Background: an optimization exercise with open tools, aiming at small area. Do not read the settings as production practice. The RTL was checked by simulation tests, not by an equivalence proof against the original design. Power and IR drop assume default switching activity. No driver is modelled on the clock port, so clocking that relies on it looks cheaper here than on a real chip.

08-19:
// radar_pulse_controller
module radar_pulse_controller (
  input  logic                               aclk,
  input  logic                               aresetn,
  input  logic                               chirp_ready,
  input  logic                               chirp_active,
  input  logic                               chirp_done,
  input  logic [radar_pkg::word_w-1:0]       chirp_time_int,
  input  logic [radar_pkg::word_w-1:0]       chirp_time_frac,
  input  logic [radar_pkg::word_w-1:0]       adc_sample_time,
  input  logic [radar_pkg::param_bus_w-1:0]  chirp_parameters_in,
  output logic [radar_pkg::param_bus_w-1:0]  chirp_parameters_out,
  output logic                               chirp_init,
  output logic                               chirp_enable,
  output logic                               adc_enable
);
Size in the first run: roughly 780 flip-flops, roughly 360 I/O pins, about 0.020 mm2 of cells after synthesis.
clock: 4.0 ns
lec_check: 0
cap_margin: 20
core_margin: 2
core_utilization: 65
cts_buf_list: sky130_fd_sc_hd__clkbuf_4 sky130_fd_sc_hd__clkbuf_8
slew_margin: 20
run.sh (not shown) runs the stock make flow with config.mk's settings and CLKGATE_MAP_FILE= SYNTH_SCRIPT=/design/flow/synth_recipe.tcl, a recipe that flattens the netlist after the stock synthesis.
Relative to 08-19, the following input files were edited for 03-22:
- CTS_BUF_LIST removed (was sky130_fd_sc_hd__clkbuf_4 sky130_fd_sc_hd__clkbuf_8)
==> flow/flow/run.sh (new file) <==
#!/bin/bash
# Standard layout with two changes, set through ORFS's own variables:
#  - every port is buffered by the smallest buffer (sky130_fd_sc_hd__buf_1)
#    instead of the one buffer_ports picks itself;
#  - the clock tree clusters up to 30 flip-flops per leaf buffer and inserts
#    no dummy loads.
set -euo pipefail
export BUFFER_PORTS_ARGS="-buffer_cell sky130_fd_sc_hd__buf_1"
export CTS_ARGS="-sink_clustering_enable -repair_clock_nets -dont_use_dummy_load -buf_list {sky130_fd_sc_hd__clkbuf_8 sky130_fd_sc_hd__clkbuf_16} -sink_clustering_size 30 -sink_clustering_max_diameter 120"
bash standard.sh > standard_flow.log 2>&1
==> flow/standard.sh (new file) <==
#!/bin/bash
# synth_recipe.tcl (not shown) runs the flow's synth.tcl, then flattens the netlist and writes it again
# the make line also repeats each setting of config.mk as NAME=value (left out here)
make -C /OpenROAD-flow-scripts/flow DESIGN_CONFIG=/design/flow/config.mk WORK_HOME=/design/flow/orfs CLKGATE_MAP_FILE= SYNTH_SCRIPT=/design/flow/synth_recipe.tcl "${@:-finish}"
removed: flow/run.sh
## What came out
03-22: PASS, flow complete, no timing, DRC or antenna violations
08-19 → 03-22: clock-buffer cell count went down by 148, total cell area at the placement stage lost 9.5%, maximum frequency now sits lower, fraction of area in registers rose by 10 points, overall routing resource usage dropped 4.7 points.
Sort 08-19 and 03-22 by routed wire length desc -> top: 08-19
03-22 consumes less power than 08-19 does.
Going from 08-19 to 03-22, the insertion delay of the later-clocked pin in the worst-skew pair was found to have gone down by 0.05 ns.

========
radar_pulse_controller, a different RTL version from the one above (not shown whole).
For scale: roughly 19000 sq um of cells after synthesis.
Settings: LEC_CHECK=0, CAP_MARGIN=20, CORE_MARGIN=2, CORE_UTILIZATION=55, SLEW_MARGIN=20; clock period 4.0 ns.
standard.sh (not shown) runs the stock make flow with config.mk's settings and CLKGATE_MAP_FILE= SYNTH_SCRIPT=/design/flow/synth_recipe.tcl, a recipe that flattens the netlist after the stock synthesis.
==> flow/flow/run.sh <==
#!/bin/bash
# Standard layout with two changes, set through ORFS's own variables:
#  - every port is buffered by the smallest buffer (sky130_fd_sc_hd__buf_1)
#    instead of the one buffer_ports picks itself;
#  - the clock tree clusters up to 20 flip-flops per clkbuf_8 leaf buffer and inserts
#    no dummy loads.
set -euo pipefail
export BUFFER_PORTS_ARGS="-buffer_cell sky130_fd_sc_hd__buf_1"
export CTS_ARGS="-sink_clustering_enable -repair_clock_nets -dont_use_dummy_load -buf_list {sky130_fd_sc_hd__clkbuf_8} -sink_clustering_size 20 -sink_clustering_max_diameter 80"
bash standard.sh > standard_flow.log 2>&1
The baseline produced a clean layout.
Then changed:
Settings changed: CORE_UTILIZATION 55 to 65.
Worst setup slack gets worse by 35 ps. Utilization goes up by 12 points. Routed wire length goes down by 3.4%. Final cell count goes down by 3.5%.

==> port drivers added, routing unchanged <==
No port has a modelled driver above. Below, the same layouts with a new extraction and two added sets of constraints.
Step 1: set_driving_cell puts a clkbuf_16 on aclk and a buf_2 on each other input, an assumption about the parent block.
Step 2 moves the port delays by t, midway between the first and last clock arrival at a register: inputs arrive t later, outputs are due t later. That takes back most of the time a late clock gives input paths.
a / b / c = no drivers / after step 1 / after step 2; a / b = the first two.
| run | t, ns | setup slack, ns | worst data-port slew with drivers (ns) |
|---|---|---|---|
| 08-19 | 0.683 | 0.286 / 0.286 / 0.286 | 0.13 |
| 03-22 | 0.623 | 0.225 / 0.225 / 0.225 | 0.10 |
| the first run of note 2 | 0.653 | 1.388 / 1.388 / 1.388 | 0.07 |
| the second run of note 2 | 0.597 | 1.354 / 1.354 / 1.163 | 0.09 |
After both steps every run listed still meets setup and hold. The setup slack of the second run of note 2, which loses most, moves by 0.000 ns with the drivers and by -0.191 ns with both steps.
